From an optimization exercise on the open Yosys and OpenROAD flow, aimed at small area and a short achievable clock period; shortcuts taken in it are not production practice.
No run shown here included a check of the RTL's function; only the layout flow was run.
Power figures rest on the tool's default switching activity, not on a simulated workload.

==> flow/design.v <==
package csr_pkg;
  localparam logic [11:0] CSR_MSTATUS       = 12'h300;
  localparam logic [11:0] CSR_MISA          = 12'h301;
  localparam logic [11:0] CSR_MIE           = 12'h304;
  localparam logic [11:0] CSR_MTVEC         = 12'h305;
  localparam logic [11:0] CSR_MCOUNTINHIBIT = 12'h320;
  localparam logic [11:0] CSR_MSCRATCH      = 12'h340;
  localparam logic [11:0] CSR_MEPC          = 12'h341;
  localparam logic [11:0] CSR_MCAUSE        = 12'h342;
  localparam logic [11:0] CSR_MTVAL         = 12'h343;
  localparam logic [11:0] CSR_MIP           = 12'h344;
  localparam logic [11:0] CSR_MCYCLE        = 12'hB00;
  localparam logic [11:0] CSR_MINSTRET      = 12'hB02;
  localparam logic [11:0] CSR_MHPMCOUNTER3  = 12'hB03;
  localparam logic [11:0] CSR_MCYCLEH       = 12'hB80;
  localparam logic [11:0] CSR_MINSTRETH     = 12'hB82;
  localparam logic [11:0] CSR_MHPMCOUNTER3H = 12'hB83;
  localparam logic [11:0] CSR_MVENDORID     = 12'hF11;
  localparam logic [11:0] CSR_MARCHID       = 12'hF12;
  localparam logic [11:0] CSR_MIMPID        = 12'hF13;
  localparam logic [11:0] CSR_MHARTID       = 12'hF14;
  localparam logic [1:0] PRIV_U = 2'b00;
  localparam logic [1:0] PRIV_S = 2'b01;
  localparam logic [1:0] PRIV_M = 2'b11;
  localparam int MSTATUS_MIE    = 3;
  localparam int MSTATUS_MPIE   = 7;
  localparam int MSTATUS_MPP_LO = 11;
  localparam int MSTATUS_MPP_HI = 12;
  localparam logic [31:0] MSTATUS_MASK = 32'h0000_1888;
  localparam logic [31:0] MIE_MASK     = 32'h0000_0888;
  localparam logic [31:0] MEPC_MASK    = 32'hFFFF_FFFC;
  localparam logic [31:0] MCAUSE_MASK  = 32'h8000_001F;
  localparam logic [31:0] MISA_VAL     = 32'h0000_0000;
  localparam logic [4:0] CAUSE_ECALL_U = 5'd8;
  localparam logic [4:0] CAUSE_ECALL_S = 5'd9;
  localparam logic [4:0] CAUSE_ECALL_M = 5'd11;
  localparam logic [4:0] IRQ_MSI = 5'd3;
  localparam logic [4:0] IRQ_MTI = 5'd7;
  localparam logic [4:0] IRQ_MEI = 5'd11;
  typedef enum logic [1:0] {
    EV_NONE,
    EV_EXC,
    EV_IRQ,
    EV_MRET
  } event_e;
  function automatic logic [31:0] mstatus_legalize(input logic [31:0] wdata);
    logic [31:0] v;
    v = wdata & MSTATUS_MASK;
    if (wdata[MSTATUS_MPP_HI:MSTATUS_MPP_LO] != PRIV_M)
      v[MSTATUS_MPP_HI:MSTATUS_MPP_LO] = PRIV_U;
    mstatus_legalize = v;
  endfunction
  function automatic logic [4:0] ecall_cause(input logic [1:0] priv);
    case (priv)
      PRIV_U:  ecall_cause = CAUSE_ECALL_U;
      PRIV_S:  ecall_cause = CAUSE_ECALL_S;
      default: ecall_cause = CAUSE_ECALL_M;
    endcase
  endfunction
  function automatic logic [4:0] irq_code(input logic [31:0] pend);
    if (pend[IRQ_MEI])      irq_code = IRQ_MEI;
    else if (pend[IRQ_MSI]) irq_code = IRQ_MSI;
    else                    irq_code = IRQ_MTI;
  endfunction
endpackage
module csr_counter64 (
  input  logic        clk,
  input  logic        en,       
  input  logic        ld_lo,
  input  logic        ld_hi,
  input  logic [31:0] wd,
  output logic [63:0] value
);
  localparam int GW = 4;
  localparam int NG = 64 / GW;
  logic [63:0] cnt_q, cnt_d, sum;
  logic [NG:0] all1;    
  always_comb begin
    all1[0] = 1'b1;
    for (int j = 0; j < NG; j++) all1[j+1] = all1[j] & (&cnt_q[j*GW +: GW]);
  end
  always_comb begin
    logic t;
    for (int j = 0; j < NG; j++) begin
      t = en & all1[j];
      for (int b = 0; b < GW; b++) begin
        sum[j*GW+b] = cnt_q[j*GW+b] ^ t;
        t           = cnt_q[j*GW+b] & t;
      end
    end
  end
  always_comb begin
    cnt_d = sum;
    if (ld_lo) cnt_d[31:0]  = wd;
    if (ld_hi) cnt_d[63:32] = wd;
  end
  always_ff @(posedge clk) cnt_q <= cnt_d;
  assign value = cnt_q;
endmodule
module csr_trap_unit
#(
  parameter int unsigned NUM_HPM     = 4,
  parameter bit          VECTORED_EN = 1'b1,
  parameter logic [31:0] MTVEC_RST   = 32'h0000_0000
) (
  input  logic               clk,
  input  logic               rst,
  input  logic               csr_wen,
  input  logic [11:0]        csr_waddr,
  input  logic [31:0]        csr_wdata,
  input  logic               csr_ren,
  input  logic [11:0]        csr_raddr,
  output logic [31:0]        csr_rdata,
  output logic [31:0]        csr_status,
  input  logic               exc_valid,
  input  logic [4:0]         exc_cause,
  input  logic [31:0]        exc_pc,
  input  logic [31:0]        exc_tval,
  input  logic               ecall,
  input  logic               mret,
  input  logic               irq_ext,
  input  logic               irq_soft,
  input  logic               irq_timer,
  input  logic               int_ok,
  input  logic [31:0]        int_pc,
  input  logic               instret,
  input  logic [NUM_HPM-1:0] hpm_event,
  output logic               trap_taken,
  output logic [31:0]        trap_target,
  output logic               irq_pending
);
  localparam int unsigned NCNT = NUM_HPM + 2;
  logic        st_mie_q, st_mpie_q, st_mpp_q;    
  logic        priv_q;                           
  logic        ie_ext_q, ie_tim_q, ie_sw_q;      
  logic [31:2] tvec_q;                           
  logic        tmode_q;                          
  logic [31:0] mscratch_q;
  logic [31:2] mepc_q;
  logic        mcause_irq_q;
  logic [4:0]  mcause_code_q;
  logic [31:0] mtval_q;
  logic [NCNT-1:0] inh_q;                        
  logic        tk_trap_q, tk_mret_q;              
  logic        tcy_q;                            
  logic        w_mstatus, w_mie, w_mtvec, w_mscratch, w_mepc, w_mcause, w_mtval, w_minh;
  logic [NCNT-1:0] w_cnt_lo, w_cnt_hi;
  logic [31:0] wd;                               
  assign w_mstatus  = csr_wen && csr_waddr == csr_pkg::CSR_MSTATUS;
  assign w_mie      = csr_wen && csr_waddr == csr_pkg::CSR_MIE;
  assign w_mtvec    = csr_wen && csr_waddr == csr_pkg::CSR_MTVEC;
  assign w_mscratch = csr_wen && csr_waddr == csr_pkg::CSR_MSCRATCH;
  assign w_mepc     = csr_wen && csr_waddr == csr_pkg::CSR_MEPC;
  assign w_mcause   = csr_wen && csr_waddr == csr_pkg::CSR_MCAUSE;
  assign w_mtval    = csr_wen && csr_waddr == csr_pkg::CSR_MTVAL;
  assign w_minh     = csr_wen && csr_waddr == csr_pkg::CSR_MCOUNTINHIBIT;
  assign w_cnt_lo[0] = csr_wen && csr_waddr == csr_pkg::CSR_MCYCLE;
  assign w_cnt_hi[0] = csr_wen && csr_waddr == csr_pkg::CSR_MCYCLEH;
  assign w_cnt_lo[1] = csr_wen && csr_waddr == csr_pkg::CSR_MINSTRET;
  assign w_cnt_hi[1] = csr_wen && csr_waddr == csr_pkg::CSR_MINSTRETH;
  for (genvar g = 0; g < NUM_HPM; g++) begin : g_wdec
    assign w_cnt_lo[2+g] = csr_wen && csr_waddr == csr_pkg::CSR_MHPMCOUNTER3 + 12'(g);
    assign w_cnt_hi[2+g] = csr_wen && csr_waddr == csr_pkg::CSR_MHPMCOUNTER3H + 12'(g);
  end
  assign wd = rst ? 32'h0 : csr_wdata;
  logic [NCNT-1:0] cnt_inc;
  logic [63:0]     cnt_val [NCNT];
  assign cnt_inc = {hpm_event, instret, 1'b1};
  for (genvar g = 0; g < NCNT; g++) begin : g_cnt
    csr_counter64 u_cnt (
      .clk   (clk),
      .en    (cnt_inc[g] && !inh_q[g] && !w_cnt_lo[g] && !w_cnt_hi[g]),
      .ld_lo (w_cnt_lo[g] || rst),
      .ld_hi (w_cnt_hi[g] || rst),
      .wd    (wd),
      .value (cnt_val[g])
    );
  end
  logic       p_ext, p_sw, p_tim;
  logic       exc, irq_take, mret_take, trap;
  logic [4:0] exc_code, irq_code;
  assign p_ext = irq_ext   & ie_ext_q;
  assign p_sw  = irq_soft  & ie_sw_q;
  assign p_tim = irq_timer & ie_tim_q;
  assign irq_pending = p_ext | p_sw | p_tim;
  assign exc       = exc_valid | ecall;
  assign irq_take  = !exc && st_mie_q && int_ok && irq_pending;
  assign mret_take = !exc && !irq_take && mret;
  assign trap      = exc | irq_take;
  assign exc_code = exc_valid ? exc_cause :
                    (priv_q ? csr_pkg::CAUSE_ECALL_M : csr_pkg::CAUSE_ECALL_U);
  assign irq_code = p_ext ? csr_pkg::IRQ_MEI : p_sw ? csr_pkg::IRQ_MSI : csr_pkg::IRQ_MTI;
  logic       w_tmode, w_tcy;
  logic [6:2] w_tlo;
  logic [5:0] w_tsum;
  assign w_tmode = w_mtvec ? (VECTORED_EN & csr_wdata[0]) : tmode_q;
  assign w_tlo   = w_mtvec ? csr_wdata[6:2] : tvec_q[6:2];
  assign w_tsum  = {1'b0, w_tlo} + {1'b0, irq_code};
  assign w_tcy   = irq_take && w_tmode && w_tsum[5];
  logic w_st_mie, w_st_mpie, w_st_mpp;
  assign w_st_mie  = w_mstatus ? csr_wdata[3]  : st_mie_q;
  assign w_st_mpie = w_mstatus ? csr_wdata[7]  : st_mpie_q;
  assign w_st_mpp  = w_mstatus ? (csr_wdata[12] & csr_wdata[11]) : st_mpp_q;
  always_ff @(posedge clk) begin
    if (rst) begin
      st_mie_q      <= 1'b0;
      st_mpie_q     <= 1'b0;
      st_mpp_q      <= 1'b0;
      priv_q        <= 1'b1;
      ie_ext_q      <= 1'b0;
      ie_tim_q      <= 1'b0;
      ie_sw_q       <= 1'b0;
      tvec_q        <= MTVEC_RST[31:2];
      tmode_q       <= VECTORED_EN & MTVEC_RST[0];
      mscratch_q    <= '0;
      mepc_q        <= '0;
      mcause_irq_q  <= 1'b0;
      mcause_code_q <= '0;
      mtval_q       <= '0;
      inh_q         <= '0;
      tk_trap_q     <= 1'b0;
      tk_mret_q     <= 1'b0;
      tcy_q         <= 1'b0;
    end else begin
      if (trap) begin
        st_mie_q  <= 1'b0;
        st_mpie_q <= st_mie_q;
        st_mpp_q  <= priv_q;
        priv_q    <= 1'b1;
      end else if (mret_take) begin
        st_mie_q  <= w_st_mpie;
        st_mpie_q <= 1'b1;
        st_mpp_q  <= 1'b0;
        priv_q    <= w_st_mpp;
      end else begin
        st_mie_q  <= w_st_mie;
        st_mpie_q <= w_st_mpie;
        st_mpp_q  <= w_st_mpp;
      end
      if (w_mie) begin
        ie_ext_q <= csr_wdata[11];
        ie_tim_q <= csr_wdata[7];
        ie_sw_q  <= csr_wdata[3];
      end
      if (w_mtvec) begin
        tvec_q  <= csr_wdata[31:2];
        tmode_q <= VECTORED_EN & csr_wdata[0];
      end
      if (w_mscratch) mscratch_q <= csr_wdata;
      if (trap) begin
        mepc_q        <= irq_take ? int_pc[31:2] : exc_pc[31:2];
        mcause_irq_q  <= irq_take;
        mcause_code_q <= irq_take ? irq_code : exc_code;
        mtval_q       <= irq_take ? 32'h0 : exc_tval;
      end else begin
        if (w_mepc)   mepc_q <= csr_wdata[31:2];
        if (w_mcause) begin
          mcause_irq_q  <= csr_wdata[31];
          mcause_code_q <= csr_wdata[4:0];
        end
        if (w_mtval)  mtval_q <= csr_wdata;
      end
      if (w_minh) inh_q <= {csr_wdata[NCNT:2], csr_wdata[0]};
      tk_trap_q  <= trap;
      tk_mret_q  <= mret_take;
      tcy_q      <= w_tcy;
    end
  end
  assign csr_status = {19'b0, st_mpp_q, st_mpp_q, 3'b0, st_mpie_q, 3'b0, st_mie_q, 3'b0};
  assign trap_taken = tk_trap_q | tk_mret_q;
  logic       vec_off;
  logic [6:2] lo_sum;
  logic [31:7] hi_p;
  assign vec_off = tmode_q & mcause_irq_q;
  assign lo_sum  = tvec_q[6:2] + (vec_off ? mcause_code_q : 5'd0);
  always_comb begin
    for (int i = 7; i < 32; i++) begin
      logic a;
      a = 1'b1;
      for (int k = 7; k < i; k++) a = a & tvec_q[k];
      hi_p[i] = a & tcy_q;
    end
  end
  assign trap_target = {({30{tk_trap_q}} & {tvec_q[31:7] ^ hi_p[31:7], lo_sum}) |
                        ({30{tk_mret_q}} & mepc_q), 2'b00};
  logic [15:0] d_hi, d_mid, d_lo;
  logic        pg_csr, pg_cnt;
  logic        s_mstatus, s_mie, s_mtvec, s_minh, s_mscratch, s_mepc, s_mcause, s_mtval, s_mip;
  logic [7:0]  s_cnt_lo, s_cnt_hi;
  always_comb begin
    for (int k = 0; k < 16; k++) begin
      d_hi[k]  = (csr_raddr[11:8] == 4'(k));
      d_mid[k] = (csr_raddr[7:4]  == 4'(k));
      d_lo[k]  = (csr_raddr[3:0]  == 4'(k));
    end
  end
  assign pg_csr = csr_ren & d_hi[3];
  assign pg_cnt = csr_ren & d_hi[11];
  assign s_mstatus  = pg_csr & d_mid[0] & d_lo[0];
  assign s_mie      = pg_csr & d_mid[0] & d_lo[4];
  assign s_mtvec    = pg_csr & d_mid[0] & d_lo[5];
  assign s_minh     = pg_csr & d_mid[2] & d_lo[0];
  assign s_mscratch = pg_csr & d_mid[4] & d_lo[0];
  assign s_mepc     = pg_csr & d_mid[4] & d_lo[1];
  assign s_mcause   = pg_csr & d_mid[4] & d_lo[2];
  assign s_mtval    = pg_csr & d_mid[4] & d_lo[3];
  assign s_mip      = pg_csr & d_mid[4] & d_lo[4];
  always_comb begin
    for (int k = 0; k < 8; k++) begin
      s_cnt_lo[k] = pg_cnt & d_mid[0] & d_lo[k];
      s_cnt_hi[k] = pg_cnt & d_mid[8] & d_lo[k];
    end
  end
  always_comb begin
    csr_rdata = ({32{s_mstatus}}  & csr_status) |
                ({32{s_mie}}      & {20'b0, ie_ext_q, 3'b0, ie_tim_q, 3'b0, ie_sw_q, 3'b0}) |
                ({32{s_mtvec}}    & {tvec_q, 1'b0, tmode_q}) |
                ({32{s_minh}}     & 32'({inh_q[NCNT-1:1], 1'b0, inh_q[0]})) |
                ({32{s_mscratch}} & mscratch_q) |
                ({32{s_mepc}}     & {mepc_q, 2'b00}) |
                ({32{s_mcause}}   & {mcause_irq_q, 26'b0, mcause_code_q}) |
                ({32{s_mtval}}    & mtval_q) |
                ({32{s_mip}}      & {20'b0, irq_ext, 3'b0, irq_timer, 3'b0, irq_soft, 3'b0}) |
                ({32{s_cnt_lo[0]}} & cnt_val[0][31:0]) | ({32{s_cnt_hi[0]}} & cnt_val[0][63:32]) |
                ({32{s_cnt_lo[2]}} & cnt_val[1][31:0]) | ({32{s_cnt_hi[2]}} & cnt_val[1][63:32]);
    for (int i = 0; i < NUM_HPM; i++)
      csr_rdata = csr_rdata | ({32{s_cnt_lo[3+i]}} & cnt_val[2+i][31:0]) |
                              ({32{s_cnt_hi[3+i]}} & cnt_val[2+i][63:32]);
  end
endmodule
==> flow/flow/run.sh <==
#!/bin/bash
# Own layout flow: the standard ORFS flow (standard synthesis), except
#  - ports buffered by a small plain buffer instead of ORFS's default delay cell,
#  - clock tree built without dummy balancing loads.
set -euo pipefail
bash standard.sh "BUFFER_PORTS_ARGS=-buffer_cell sky130_fd_sc_hd__buf_1" \
  "CTS_ARGS=-sink_clustering_enable -repair_clock_nets -dont_use_dummy_load -buf_list sky130_fd_sc_hd__clkbuf_8" \
  finish > make_finish.log 2>&1
==> flow/standard.sh <==
#!/bin/bash
# synth_recipe.tcl (not shown) runs the flow's synth.tcl, then flattens the netlist and writes it again
# the make line also repeats each setting of config.mk as NAME=value (left out here)
make -C /OpenROAD-flow-scripts/flow DESIGN_CONFIG=/design/flow/config.mk WORK_HOME=/design/flow/orfs CLKGATE_MAP_FILE= SYNTH_SCRIPT=/design/flow/synth_recipe.tcl "${@:-finish}"
==> flow/config.mk <==
export PLATFORM = sky130hd
export DESIGN_NAME = csr_trap_unit
export DESIGN_NICKNAME = csr_trap_unit
export VERILOG_FILES = /design/flow/design.v
export SDC_FILE = /design/flow/constraint.sdc
export NUM_CORES = 4
export LEC_CHECK = 0
export ABC_AREA = 0
export CAP_MARGIN = 20
export CORE_MARGIN = 2
export CORE_UTILIZATION = 55
export SETUP_SLACK_MARGIN = 2.5
export SLEW_MARGIN = 20
==> flow/constraint.sdc <==
create_clock -name core_clock -period 7.0 [get_ports {clk}]
set_input_delay 1.4000 -clock core_clock [delete_from_list [all_inputs] [get_ports {clk}]]
set_output_delay 1.4000 -clock core_clock [all_outputs]
set_load 0.01 [all_outputs]
==> metrics.cfg, run 1 <==
[place]
hpwlAfterDp_um = 103000
place_area_um2 = 32200
io_buffers = 236
pre_cts_slack_ns = 1.21
dp_cells = 4587
place.gp.congestion = 1.06

[pwr]
p_seq_share_pct = 50.8
power_density_nw_per_um2 = 171
pwr-share-comb_pct = 10.0
finalPower_mw = 6.15
power.internal_mw = 4.42
switchingPower_mw = 1.73
power_leakage_nw = 13.9
pwr-share-clk_pct = 39.1
swShare_pct = 28.1
vdd_ir_drop_max_uv = 167

[layout]
num-nets-final = 4521
final_cell_mix = nand2_1, dfxtp_1, a21oi_1
finish.utilization_pct = 65.0
drive_gt1_share_pct = 14.2
multiInputGateArea_um2 = 19400
seq_area_um2 = 10600
final_common_cell = nand2_1
fillers = 4663
stdcell_count = 4805
area_growth_pct = 16.5
final_cell_area_um2 = 35900

[sta]
period_needed_ns = 4.95
timing.final.ws_setup_ns = 2.05
skew_ns = 0.0758
worst_slew_pin_slew_ns = 1.31
tns_ns = 0
fmax_ghz = 0.202
drv_slew = 0
fin_crit_sh_pct = 70.7
setup_violations = 0
final_hold_viol_count = 0
rsz0062_at_grt = yes
holdWs_ns = 0.459
max-slew-margin-rel_pct = 11.9

[setup_path]
cp-end-kind = output pin
critPathLaunchType = input port
required_ns = 5.60
cpPeakStageDelay_ns = 0.71
cp_max_fo = 7
cpMaxStageDelayCell = a222oi_1
worstSetupPathType = in -> out
path_cells = clkbuf_16 -> buf_12 -> nor4bb_4 -> buf_6 -> buf_4 -> a222oi_1 -> nor2_1 -> a21oi_2 -> o2111ai_2 -> buf_1
cp.arrival_ns = 3.55

[yosys]
ys_seq_elements = 531
yosysTopAreaCell = dfxtp_1
async_flop_share_pct = 0
synth_area_leaders = dfxtp_1, ha_1, nand2_1
synth_cells = 3829
ys_seq_area_share_pct = 34.5
synthDominantCellAreaShare_pct = 34.5
synth_cell_types = 84
synth_warnings = 3
syn_avg_cell_area_um2 = 8.04
synth_ff_type = dfxtp_1
synth_area_um2 = 30800
synth_edf_count = 0

[floorplan]
coreArea_um2 = 55200
ios = 271
rows = 86
die_h_um = 241
start_util_pct = 55.8
die_area_um2 = 57900
die_w_um = 241

[routing]
route.detailed.drc = 0
wirelength_um = 149000
wl_per_cell_um = 31.1
drt-initial-drc-count = 5302
via_per_inst = 6.94
num_vias = 33400
drt-pass1-iter-count = 9
detail-route-antenna-nets = 0

[cts]
cts.sinks = 531
clockBufferDepth = 3
numCtsBuffers = 93
ctsHoldBuffers = 0
cts_tree = yes
path_clk_slew_ns = 0.05
cts_htree_levels = 3
root_buffer = clkbuf_8
clock_latency_ns = 0.75

[hold_path]
hp-class = reg -> reg

[job]
drv_cap = 0

[run_status]
status = finished clean

[global_routing]
grt_start_max_net_pins = 205
grt-ovfl-total = 0
grt_pass1_vias = 30000
grt_antenna_before_repair = 11
grt_pass1_wl_um = 209000
grt.total_usage_pct = 50.2

state kept, by name (all words and copies together), names as in the netlist, 5 cells and up:
signal             cells
g_cnt.u_cnt.cnt_q    384
mscratch_q            32
mtval_q               32
mepc_q                30
tvec_q                30
inh_q                  6
mcause_code_q          5
path summary, 6_finish.rpt:
| kind | start | cells past startpoint | end | slack (ns) |
|---|---|---|---|---|
| worst max register to register | g_cnt[4].u_cnt.cnt_q[6] | 10 | g_cnt[4].u_cnt.cnt_q[35] | 3.03 |
| worst max-delay path | csr_raddr[2] | 10 | csr_rdata[19] | 2.05 |
| worst min-delay path | mscratch_q[18] | 2 | mscratch_q[18] | 0.46 |
| worst min register to register | mscratch_q[18] | 2 | mscratch_q[18] | 0.46 |
cell usage after synthesis, types with 9 or more instances:
cell and instances:
a211oi_1 124, a21oi_1 406, a221oi_1 55, a222oi_1 48
a22o_1 28, a22oi_1 98, a31oi_1 9, a32oi_1 24
and2_1 9, and3_1 20, and4_1 13, buf_1 25
buf_2 42, buf_4 35, clkbuf_1 269, dfxtp_1 531
ha_1 295, inv_1 34, mux2_2 33, mux2i_1 37
nand2_1 789, nand3_1 47, nand4_1 111, nor2_1 250
nor2b_1 24, nor3_1 64, nor4_1 13, o2111ai_1 10
o211ai_1 11, o21ai_0 85, o22ai_1 16, or2_2 9
or3_1 10, xnor2_1 112, xor2_1 12
layer usage:
metal  vias up  wire, um  global-route usage, %
li1      14200         -                      -
met1     15600     55600                   66.8
met2      2831     58100                   69.3
met3       706     24100                   18.2
met4         4     11400                   29.2
met5         -        28                      0
logic make-up after synthesis:
group / synth area share, %
and+or+nand+nor: 21.1
other: 0.0122
adders and majority gates: 12.1
DFF: 34.5
AOI/OAI and AO/OA: 20.9
muxes: 2.41
xor gates and xnor gates: 3.53
buffers and inverters: 5.55
power groups by stage:
stage / sequential, mW / clock [mW] / combinational [mW]
finish: 3.13 / 2.41 / 0.617
floorplan: 3.15 / 0 / 0.281
detailed placement: 3.18 / 0 / 0.488
global placement: 3.18 / 0 / 0.480
global route: 3.12 / 2.52 / 0.622
CTS: 3.12 / 2.39 / 0.561
critical path, delay by kind of cell:
kind,cells,cell delay (ns)
AO/OA/AOI/OAI,3,1.10
buffers and inverters,5,0.77
AND/OR/NAND/NOR,2,0.25
timing repair:
action                                  CTS  global route
endpoints found under the hold margin     0             0
cloned                                    9             1
buffers inserted                         87            21
pin swaps                                63            39
resized for setup                       219            70
endpoints found under the setup margin   32            40
layout make-up:
| cell class | instances | share of cell area, % |
|---|---|---|
| antenna | 7 | 0.0488 |
| clock buffer | 93 | 3.57 |
| inverter | 35 | 0.377 |
| multi-input combinational | 2921 | 54.0 |
| sequential | 531 | 29.6 |
| tap | 748 | 2.61 |
| timing repair buffer | 470 | 9.71 |
==> run 2, diff against run 1 <==
--- a/flow/config.mk
+++ b/flow/config.mk
@@ -9,5 +9,6 @@
 export CAP_MARGIN = 20
 export CORE_MARGIN = 2
 export CORE_UTILIZATION = 55
+export PLACE_DENSITY = 0.8
 export SETUP_SLACK_MARGIN = 2.5
 export SLEW_MARGIN = 20
==> run 2 against run 1 <==
Against the previous run:
- flip-flop and latch count unchanged
- utilization increased by 0.077 points
- sequential power about the same
- cell count unchanged
- clock-buffer cell count decreased by 5
- clock skew decreased by 0.011 ns
- highest routed layer unchanged
- power decreased by 1.5%
- register-to-register slack improved by 0.42 ns
==> metrics.cfg, run 2 <==
[cts]
cts.sinks = 531  ; unchanged
root_buffer = clkbuf_8
cts_tree = yes
ctsHoldBuffers = 0  ; unchanged
cts_htree_levels = 3  ; unchanged
path_clk_slew_ns = 0.06  ; about the same
numCtsBuffers = 88  ; -5.4%
clock_latency_ns = 0.75  ; about the same
clockBufferDepth = 3  ; unchanged

[floorplan]
coreArea_um2 = 55200  ; unchanged
ios = 271  ; unchanged
die_w_um = 241  ; unchanged
rows = 86  ; unchanged
start_util_pct = 55.8  ; unchanged
die_h_um = 241  ; unchanged
die_area_um2 = 57900  ; unchanged

[layout]
area_growth_pct = 16.7
largest_reg_flops = 384  ; unchanged
final_common_cell = nand2_1
drive_gt1_share_pct = 14.4  ; +0.19 points
fillers = 4498  ; -3.5%
num-nets-final = 4523  ; +0.044%
final_cell_mix = nand2_1, dfxtp_1, a21oi_1
reg_top3 = g_cnt.u_cnt.cnt_q: 384 flops, mscratch_q: 32 flops, mtval_q: 32 flops
stdcell_count = 4805  ; unchanged
final_cell_area_um2 = 35900  ; +0.12%
multiInputGateArea_um2 = 19500  ; +0.43%
seq_area_um2 = 10600  ; unchanged
top_register = g_cnt.u_cnt.cnt_q

[routing]
drt-initial-drc-count = 6468  ; +22%
wl_per_cell_um = 29.5  ; -4.9%
detail-route-antenna-nets = 0  ; unchanged
route.detailed.drc = 0  ; unchanged
wirelength_um = 142000  ; -4.9%
via_per_inst = 7.04  ; +1.4%
num_vias = 33800  ; +1.4%
drt-pass1-iter-count = 23  ; +14

[yosys]
yosysTopAreaCell = dfxtp_1
yosysMostFrequentCell = nand2_1
synth_area_um2 = 30800  ; unchanged
synth_common_cells = nand2_1, dfxtp_1, a21oi_1
synth_top_family_by_area = simple AND/OR/NAND/NOR gates
synth_xor_xnor_area_share_pct = 3.53  ; unchanged
synthMuxAreaShare_pct = 2.41  ; unchanged
synth_cell_types = 84  ; unchanged
synth_cells = 3829  ; unchanged
synthSimpleGateAreaFrac_pct = 21.1  ; unchanged
syn_avg_cell_area_um2 = 8.04  ; unchanged
synth_area_leaders = dfxtp_1, ha_1, nand2_1
async_flop_share_pct = 0  ; unchanged
synthDominantCellAreaShare_pct = 34.5  ; unchanged
ys_seq_area_share_pct = 34.5  ; unchanged
synth_edf_count = 0  ; unchanged
synth_compound_area_share_pct = 20.9  ; unchanged
synth_warnings = 3  ; unchanged
synth_ff_type = dfxtp_1
synthAdderAreaFrac_pct = 12.1  ; unchanged
ys_seq_elements = 531  ; unchanged

[pwr]
pwr-share-comb_pct = 10.1  ; about the same
vdd_ir_drop_max_uv = 118  ; -29%
p_seq_share_pct = 51.6  ; +0.8 points
switchingPower_mw = 1.70  ; -1.6%
pwr-share-clk_pct = 38.4  ; -0.7 points
power_density_nw_per_um2 = 169  ; -1.6%
swShare_pct = 28.1  ; about the same
power.internal_mw = 4.35  ; -1.5%
power_leakage_nw = 14.0  ; +0.78%

[sta]
setup_violations = 0  ; unchanged
fin_crit_sh_pct = 75.2  ; +4.5 points
worst_slew_pin_slew_ns = 1.32  ; +0.00991 ns
rsz0062_at_grt = yes
fmax_ghz = 0.190  ; -6.0%
drv_slew = 0  ; unchanged
final_hold_viol_count = 0  ; unchanged
max-slew-margin-rel_pct = 11.9  ; +0.012 points
tns_ns = 0  ; unchanged
holdWs_ns = 0.455  ; -0.00331 ns
period_needed_ns = 5.26  ; +0.318 ns
skew_ns = 0.0653  ; -0.0105 ns

[job]
drv_cap = 0  ; unchanged

[place]
io_buffers = 236  ; unchanged
hpwlAfterDp_um = 93100  ; -9.2%
place.gp.congestion = 1.11  ; +4.3%
place_area_um2 = 32200  ; -0.16%
dp_cells = 4586  ; -0.022%

[global_routing]
grt_antenna_before_repair = 11  ; unchanged
use_met2_pct = 63.9  ; -5.5 points
grtUsageMet3_pct = 24.2  ; +6.0 points
grt_pass1_vias = 30200  ; +0.57%
busiest_layer = met2
grt.total_usage_pct = 46.6  ; -3.6 points
grt_pass1_wl_um = 197000  ; -5.7%
met1_usage_pct = 54.7  ; -12 points
grt_start_max_net_pins = 222  ; +8.3%
grt-ovfl-total = 0  ; unchanged

[setup_path]
required_ns = 5.60  ; about the same
rrSetupSlack_ns = 3.45  ; +0.42 ns
cp_max_fo = 17  ; +10
r2r-end = g_cnt[4].u_cnt.cnt_q[63]
r2r-start = g_cnt[4].u_cnt.cnt_q[5]
worstSetupPathType = in -> out
critPathLaunchType = input port
r2r_cells = 10  ; unchanged
cp-end-kind = output pin
cp.arrival_ns = 3.86  ; +0.31 ns

[hold_path]
worstHoldStart = mscratch_q[7]
whs_path_depth = 2  ; unchanged
hp-class = reg -> reg
hold_path_end = mscratch_q[7]

[run_status]
status = finished clean

## run 2: cell families after synthesis
group,after synthesis
simple gates,1425
compound gates,976
flops,531
buf+inv,406
fa+ha+maj,296
xor+xnor,124
mux,70
other cells,1
## run 2: worst max path at each step
| stage | endpoint | depth (start not counted) | from |
|---|---|---|---|
| final | csr_rdata[18] | 9 | csr_raddr[3] |
| after global routing | csr_rdata[10] | 11 | csr_raddr[1] |
| after CTS | csr_rdata[18] | 9 | csr_raddr[0] |
| after detailed placement | csr_rdata[0] | 8 | csr_raddr[5] |
| after global placement | csr_rdata[6] | 8 | csr_raddr[5] |
| after floorplan | csr_rdata[26] | 8 | csr_raddr[7] |
## run 2: timing repair
item                                    CTS  global route
setup buffers                            68            51
pin swaps                                68            63
resized for setup                       230            99
endpoints found under the setup margin   32            42
gates cloned                              5             2
## run 2: worst max-delay path, stage by stage
cell,delay (ns)
buf_8,0.18
buf_12,0.18
nor4bb_4,0.06
buf_6,0.18
a222oi_1,0.88
nor2_1,0.21
a311oi_2,0.30
o2111ai_2,0.22
buf_2,0.19
## run 2: area by class of cell
type,count,area share (%)
multi-input cells,2922,54.2
flip-flops and latches,531,29.6
repair buffers,476,9.80
clock buffers,88,3.37
well taps,748,2.61
inverters,35,0.373
diodes,5,0.0348
## run 2: metrics by stage
| step | total power [mW] | util, % | setup WS, ns |
|---|---|---|---|
| after global routing | 6.15 | 65.1 | 1.80 |
| after detailed placement | 3.65 | 58.3 | 1.33 |
| after floorplan | 3.43 | - | 2.52 |
| final | 6.06 | 65.1 | 1.74 |
| after global placement | 3.65 | 58.3 | 1.32 |
| after CTS | 5.93 | 63.5 | 2.04 |
## run 2: power by group through the flow
stage | clock [mW] | sequential [mW] | combinational [mW]
2_1_floorplan | 0 | 3.15 | 0.281
3_3_place_gp | 0 | 3.18 | 0.468
3_5_place_dp | 0 | 3.18 | 0.473
4_1_cts | 2.28 | 3.12 | 0.529
5_1_grt | 2.43 | 3.12 | 0.607
6_report | 2.32 | 3.12 | 0.609
## run 2: layer usage
| metal | share of wire, % | routed length (um) | vias to the layer above |
|---|---|---|---|
| met3 | 19 | 26900 | 1097 |
| met5 | 0.30 | 419 | - |
| met1 | 33 | 46900 | 15300 |
| li1 | - | - | 14200 |
| met2 | 38 | 53200 | 3199 |
| met4 | 10 | 14500 | 18 |
==> run 3, diff against run 2 <==
==> flow/flow/run.sh (replaced) <==
#!/bin/bash
# Own layout flow: the standard ORFS flow (standard synthesis), except
#  - ports buffered by a small plain buffer instead of ORFS's default delay cell,
#  - clock tree built without dummy balancing loads,
#  - slow high-stack gates (a222oi, nor4/or4, a2111oi, o41ai) added to the
#    platform's don't-use list, for synthesis and repair alike.
set -euo pipefail
DU="sky130_fd_sc_hd__probe_p_8 sky130_fd_sc_hd__probec_p_8 sky130_fd_sc_hd__lpflow_bleeder_1 sky130_fd_sc_hd__lpflow_clkbufkapwr_1 sky130_fd_sc_hd__lpflow_clkbufkapwr_16 sky130_fd_sc_hd__lpflow_clkbufkapwr_2 sky130_fd_sc_hd__lpflow_clkbufkapwr_4 sky130_fd_sc_hd__lpflow_clkbufkapwr_8 sky130_fd_sc_hd__lpflow_clkinvkapwr_1 sky130_fd_sc_hd__lpflow_clkinvkapwr_16 sky130_fd_sc_hd__lpflow_clkinvkapwr_2 sky130_fd_sc_hd__lpflow_clkinvkapwr_4 sky130_fd_sc_hd__lpflow_clkinvkapwr_8 sky130_fd_sc_hd__lpflow_decapkapwr_12 sky130_fd_sc_hd__lpflow_decapkapwr_3 sky130_fd_sc_hd__lpflow_decapkapwr_4 sky130_fd_sc_hd__lpflow_decapkapwr_6 sky130_fd_sc_hd__lpflow_decapkapwr_8 sky130_fd_sc_hd__lpflow_inputiso0n_1 sky130_fd_sc_hd__lpflow_inputiso0p_1 sky130_fd_sc_hd__lpflow_inputiso1n_1 sky130_fd_sc_hd__lpflow_inputiso1p_1 sky130_fd_sc_hd__lpflow_inputisolatch_1 sky130_fd_sc_hd__lpflow_isobufsrc_1 sky130_fd_sc_hd__lpflow_isobufsrc_16 sky130_fd_sc_hd__lpflow_isobufsrc_2 sky130_fd_sc_hd__lpflow_isobufsrc_4 sky130_fd_sc_hd__lpflow_isobufsrc_8 sky130_fd_sc_hd__lpflow_isobufsrckapwr_16 sky130_fd_sc_hd__lpflow_lsbuf_lh_hl_isowell_tap_1 sky130_fd_sc_hd__lpflow_lsbuf_lh_hl_isowell_tap_2 sky130_fd_sc_hd__lpflow_lsbuf_lh_hl_isowell_tap_4 sky130_fd_sc_hd__lpflow_lsbuf_lh_isowell_4 sky130_fd_sc_hd__lpflow_lsbuf_lh_isowell_tap_1 sky130_fd_sc_hd__lpflow_lsbuf_lh_isowell_tap_2 sky130_fd_sc_hd__lpflow_lsbuf_lh_isowell_tap_4  sky130_fd_sc_hd__a2111oi_0 sky130_fd_sc_hd__a2111oi_1 sky130_fd_sc_hd__a2111oi_2 sky130_fd_sc_hd__a2111oi_4 sky130_fd_sc_hd__a222oi_1 sky130_fd_sc_hd__nor4_1 sky130_fd_sc_hd__nor4_2 sky130_fd_sc_hd__nor4_4 sky130_fd_sc_hd__nor4b_1 sky130_fd_sc_hd__nor4b_2 sky130_fd_sc_hd__nor4b_4 sky130_fd_sc_hd__nor4bb_1 sky130_fd_sc_hd__nor4bb_2 sky130_fd_sc_hd__nor4bb_4 sky130_fd_sc_hd__o41ai_1 sky130_fd_sc_hd__o41ai_2 sky130_fd_sc_hd__o41ai_4 sky130_fd_sc_hd__or4_1 sky130_fd_sc_hd__or4_2 sky130_fd_sc_hd__or4_4 sky130_fd_sc_hd__or4b_1 sky130_fd_sc_hd__or4b_2 sky130_fd_sc_hd__or4b_4 sky130_fd_sc_hd__or4bb_1 sky130_fd_sc_hd__or4bb_2 sky130_fd_sc_hd__or4bb_4"
bash standard.sh "BUFFER_PORTS_ARGS=-buffer_cell sky130_fd_sc_hd__buf_1" \
  "CTS_ARGS=-sink_clustering_enable -repair_clock_nets -dont_use_dummy_load -buf_list sky130_fd_sc_hd__clkbuf_8" \
  "DONT_USE_CELLS=$DU" \
  finish > make_finish.log 2>&1
--- a/flow/config.mk
+++ b/flow/config.mk
@@ -9,6 +9,5 @@
 export CAP_MARGIN = 20
 export CORE_MARGIN = 2
 export CORE_UTILIZATION = 55
-export PLACE_DENSITY = 0.8
 export SETUP_SLACK_MARGIN = 2.5
 export SLEW_MARGIN = 20
==> run 3 against run 2 <==
Against the previous run:
- clock skew decreased by 0.0013 ns
- worst setup slack improved by 0.49 ns
- routed wire length increased by 3.3%
- highest routed layer unchanged
- utilization increased by 1.7 points
- sequential share of layout area decreased by 0.68 points
- synthesized cell count increased by 1.3%
- critical path type unchanged
==> metrics.cfg, run 3 <==
[run_status]
status = finished clean

[pwr]
vdd_ir_drop_max_uv = 154  ; +30%
pwr-share-clk_pct = 39.4  ; +1.0 points
power.internal_mw = 4.44  ; +2.0%
switchingPower_mw = 1.71  ; +0.42%
power_density_nw_per_um2 = 167  ; -0.76%
p_seq_share_pct = 50.8  ; -0.8 points
pwr-share-comb_pct = 9.8  ; -0.3 points
swShare_pct = 27.8  ; -0.32 points
power_leakage_nw = 14.4  ; +2.8%

[sta]
worst_slew_pin_slew_ns = 1.40  ; +0.0773 ns
tns_ns = 0  ; unchanged
holdWs_ns = 0.455  ; -0.000465 ns
skew_ns = 0.0640  ; -0.00130 ns
setup_violations = 0  ; unchanged
final_hold_viol_count = 0  ; unchanged
max-slew-margin-rel_pct = 6.03  ; -5.9 points
rsz0062_at_grt = yes
period_needed_ns = 4.78  ; -0.485 ns
fin_crit_sh_pct = 68.3  ; -6.9 points
drv_slew = 0  ; unchanged
fmax_ghz = 0.209  ; +10%

[setup_path]
r2r-start = g_cnt[4].u_cnt.cnt_q[17]
worstSetupPathType = in -> out
required_ns = 5.60  ; about the same
r2r-end = g_cnt[4].u_cnt.cnt_q[63]
path_cells = clkbuf_16 -> buf_12 -> nor2b_4 -> and2_4 -> buf_6 -> a22oi_2 -> o21ai_2 -> a211oi_2 -> nand4_1 -> buf_2
cp.arrival_ns = 3.38  ; -0.48 ns
r2r_cells = 11  ; +1
startpoint = csr_raddr[1]
rrSetupSlack_ns = 2.95  ; -0.50 ns
cpPeakStageDelay_ns = 0.39  ; -0.49 ns
endpoint = csr_rdata[12]
cp-end-kind = output pin
cpMaxStageDelayCell = a22oi_2
cp_max_fo = 7  ; -10
critPathLaunchType = input port

[floorplan]
start_util_pct = 55.6  ; -0.17 points
ios = 271  ; unchanged
rows = 86  ; unchanged
die_area_um2 = 57600  ; -0.49%
coreArea_um2 = 55100  ; -0.19%
die_h_um = 240  ; -0.24%
die_w_um = 240  ; -0.24%

[yosys]
async_flop_share_pct = 0  ; unchanged
synth_cell_types = 72  ; -14%
ys_seq_area_share_pct = 34.7  ; +0.17 points
synth_area_leaders = dfxtp_1, ha_1, nand2_1
synth_warnings = 3  ; unchanged
synth_area_um2 = 30600  ; -0.49%
synth_edf_count = 0  ; unchanged
ys_seq_elements = 531  ; unchanged
syn_avg_cell_area_um2 = 7.90  ; -1.8%
synth_cells = 3880  ; +1.3%
yosysTopAreaCell = dfxtp_1
synthDominantCellAreaShare_pct = 34.7  ; +0.17 points
synth_ff_type = dfxtp_1
synth_common_cells = nand2_1, dfxtp_1, a21oi_1
yosysMostFrequentCell = nand2_1

[cts]
cts_tree = yes
path_clk_slew_ns = 0.06  ; about the same
numCtsBuffers = 95  ; +8.0%
cts_htree_levels = 3  ; unchanged
clock_latency_ns = 0.75  ; about the same
root_buffer = clkbuf_8
cts.sinks = 531  ; unchanged
clockBufferDepth = 3  ; unchanged
ctsHoldBuffers = 0  ; unchanged

[layout]
area_growth_pct = 20.0
num-nets-final = 4639  ; +2.6%
fillers = 4687  ; +4.2%
final_common_cell = nand2_1
final_cell_mix = nand2_1, dfxtp_1, a21oi_1
reg_top3 = g_cnt.u_cnt.cnt_q: 384 flops, mscratch_q: 32 flops, mtval_q: 32 flops
stdcell_count = 4921  ; +2.4%
largest_reg_flops = 384  ; unchanged
drive_gt1_share_pct = 16.8  ; +2.4 points
finish.utilization_pct = 66.7  ; +1.7 points
top_register = g_cnt.u_cnt.cnt_q

[routing]
num_vias = 33500  ; -0.95%
via_per_inst = 6.81  ; -3.3%
drt-initial-drc-count = 5140  ; -21%
drt-pass1-iter-count = 8  ; -65%
wirelength_um = 147000  ; +3.3%
detail-route-antenna-nets = 0  ; unchanged
wl_per_cell_um = 29.8  ; +0.87%
route.detailed.drc = 0  ; unchanged

[place]
hpwlAfterDp_um = 103000  ; +11%
io_buffers = 236  ; unchanged
dp_cells = 4691  ; +2.3%
place.gp.congestion = 1.05  ; -5.1%

[global_routing]
grt_antenna_before_repair = 6  ; -5
grt.total_usage_pct = 49.3  ; +2.7 points
grt-ovfl-total = 0  ; unchanged
grt_pass1_wl_um = 205000  ; +3.9%
grt_start_max_net_pins = 221  ; -0.45%
grt_pass1_vias = 30400  ; +0.67%

[hold_path]
hp-class = reg -> reg
whs_path_depth = 2  ; unchanged
worstHoldStart = mscratch_q[9]

[job]
drv_cap = 0  ; unchanged

==> run 3: changes by cell type after synthesis, moves of 21 or more <==
cell / previous run / this run
a211oi_1: 124 / 103
o21ai_0: 85 / 60
clkbuf_1: 269 / 231
a311oi_1: 4 / 62
nor2_1: 250 / 304
a222oi_1: 48 / 0
nor3_1: 64 / 40
nand2_1: 789 / 908
a22oi_1: 98 / 143
a221oi_1: 55 / 34
==> run 3: how the worst min path moves through the flow <==
stage | end | slack, ns
5_1_grt | mscratch_q[25] | 0.48
6_report | mscratch_q[9] | 0.45
4_1_cts | mscratch_q[4] | 0.45
3_5_place_dp | mscratch_q[4] | 0.45
3_3_place_gp | mscratch_q[24] | 0.44
2_1_floorplan | mscratch_q[21] | 0.43
==> run 3: area by class of cell <==
type | count | area [um^2] | area share, %
well taps | 748 | 936 | 2.55
inverters | 33 | 124 | 0.337
flip-flops and latches | 531 | 10600 | 28.9
diodes | 5 | 12.5 | 0.0340
clock buffers | 95 | 1310 | 3.56
repair buffers | 492 | 3720 | 10.1
multi-input cells | 3017 | 20000 | 54.5
==> run 3: worst max-delay path, delay by kind of cell <==
family | cells | cell delay (ns)
simple gates | 3 | 0.59
compound gates | 3 | 0.70
buf+inv | 4 | 0.68
==> run 3: stage by stage <==
stage | instance area [um^2] | power (mW) | worst slack (ns)
5_1_grt | 36700 | 6.28 | 2.28
6_report | 36800 | 6.15 | 2.22
4_1_cts | 36000 | 6.08 | 2.34
2_1_floorplan | 30700 | 3.41 | 2.63
3_5_place_dp | 32200 | 3.64 | 1.49
3_3_place_gp | 32200 | 3.63 | 1.48
==> run 3: what timing repair did <==
item	in CTS	in global routing
pin swaps	88	90
resized for setup	365	111
gates cloned	5	3
setup endpoints to repair	32	35
buffers inserted	96	25
==> run 3: power by group through the flow <==
stage | Clock [mW] | Combinational, mW | Sequential (mW)
floorplan | 0 | 0.260 | 3.15
global placement | 0 | 0.455 | 3.18
detailed placement | 0 | 0.464 | 3.18
CTS | 2.42 | 0.547 | 3.12
global route | 2.55 | 0.607 | 3.12
finish | 2.43 | 0.602 | 3.12
==> run 3: layer usage <==
metal | routed length [um] | share of wire (%) | track usage, %
met2 | 58500 | 40 | 69.5
met4 | 10700 | 7.3 | 29.0
met5 | 75 | 0.051 | 0.952
met3 | 22800 | 16 | 17.4
met1 | 54600 | 37 | 64.5
==> run 3: logic make-up after synthesis <==
family          share of synthesized area (%)
xor+xnor                                 3.55
fa+ha+maj                                12.1
compound gates                           19.7
flops                                    34.7
simple gates                             22.5
mux                                      2.32
other cells                            0.0122
buf+inv                                  5.13

==> afterwards: timing with drivers on the ports <==
How much do the figures lean on ideal ports? The routed layouts below were timed once more, with nothing changed but the port constraints.
Step 1 assumes that a clkbuf_16 drives the clock port and a buf_2 every other input.
Step 2 moves the port delays by t, midway between the first and last clock arrival at a register: inputs arrive t later, outputs are due t later. That takes back most of the time a late clock gives input paths.
a / b / c = ideal / step 1 / step 2; a / b = the first two.
run	shift t [ns]	setup slack, ns	worst setup path after step 2	worst data-port slew with drivers (ns)
run 1	0.770	2.054 / 1.795 / 1.795	input to output	0.33
run 2	0.777	1.737 / 1.688 / 1.688	input to output	0.17
run 3	0.773	2.222 / 2.058 / 1.796	input to register	0.19
After both steps every run listed still meets setup and hold. The setup slack of run 3, which loses most, moves by -0.164 ns with the drivers and by -0.426 ns with both steps.
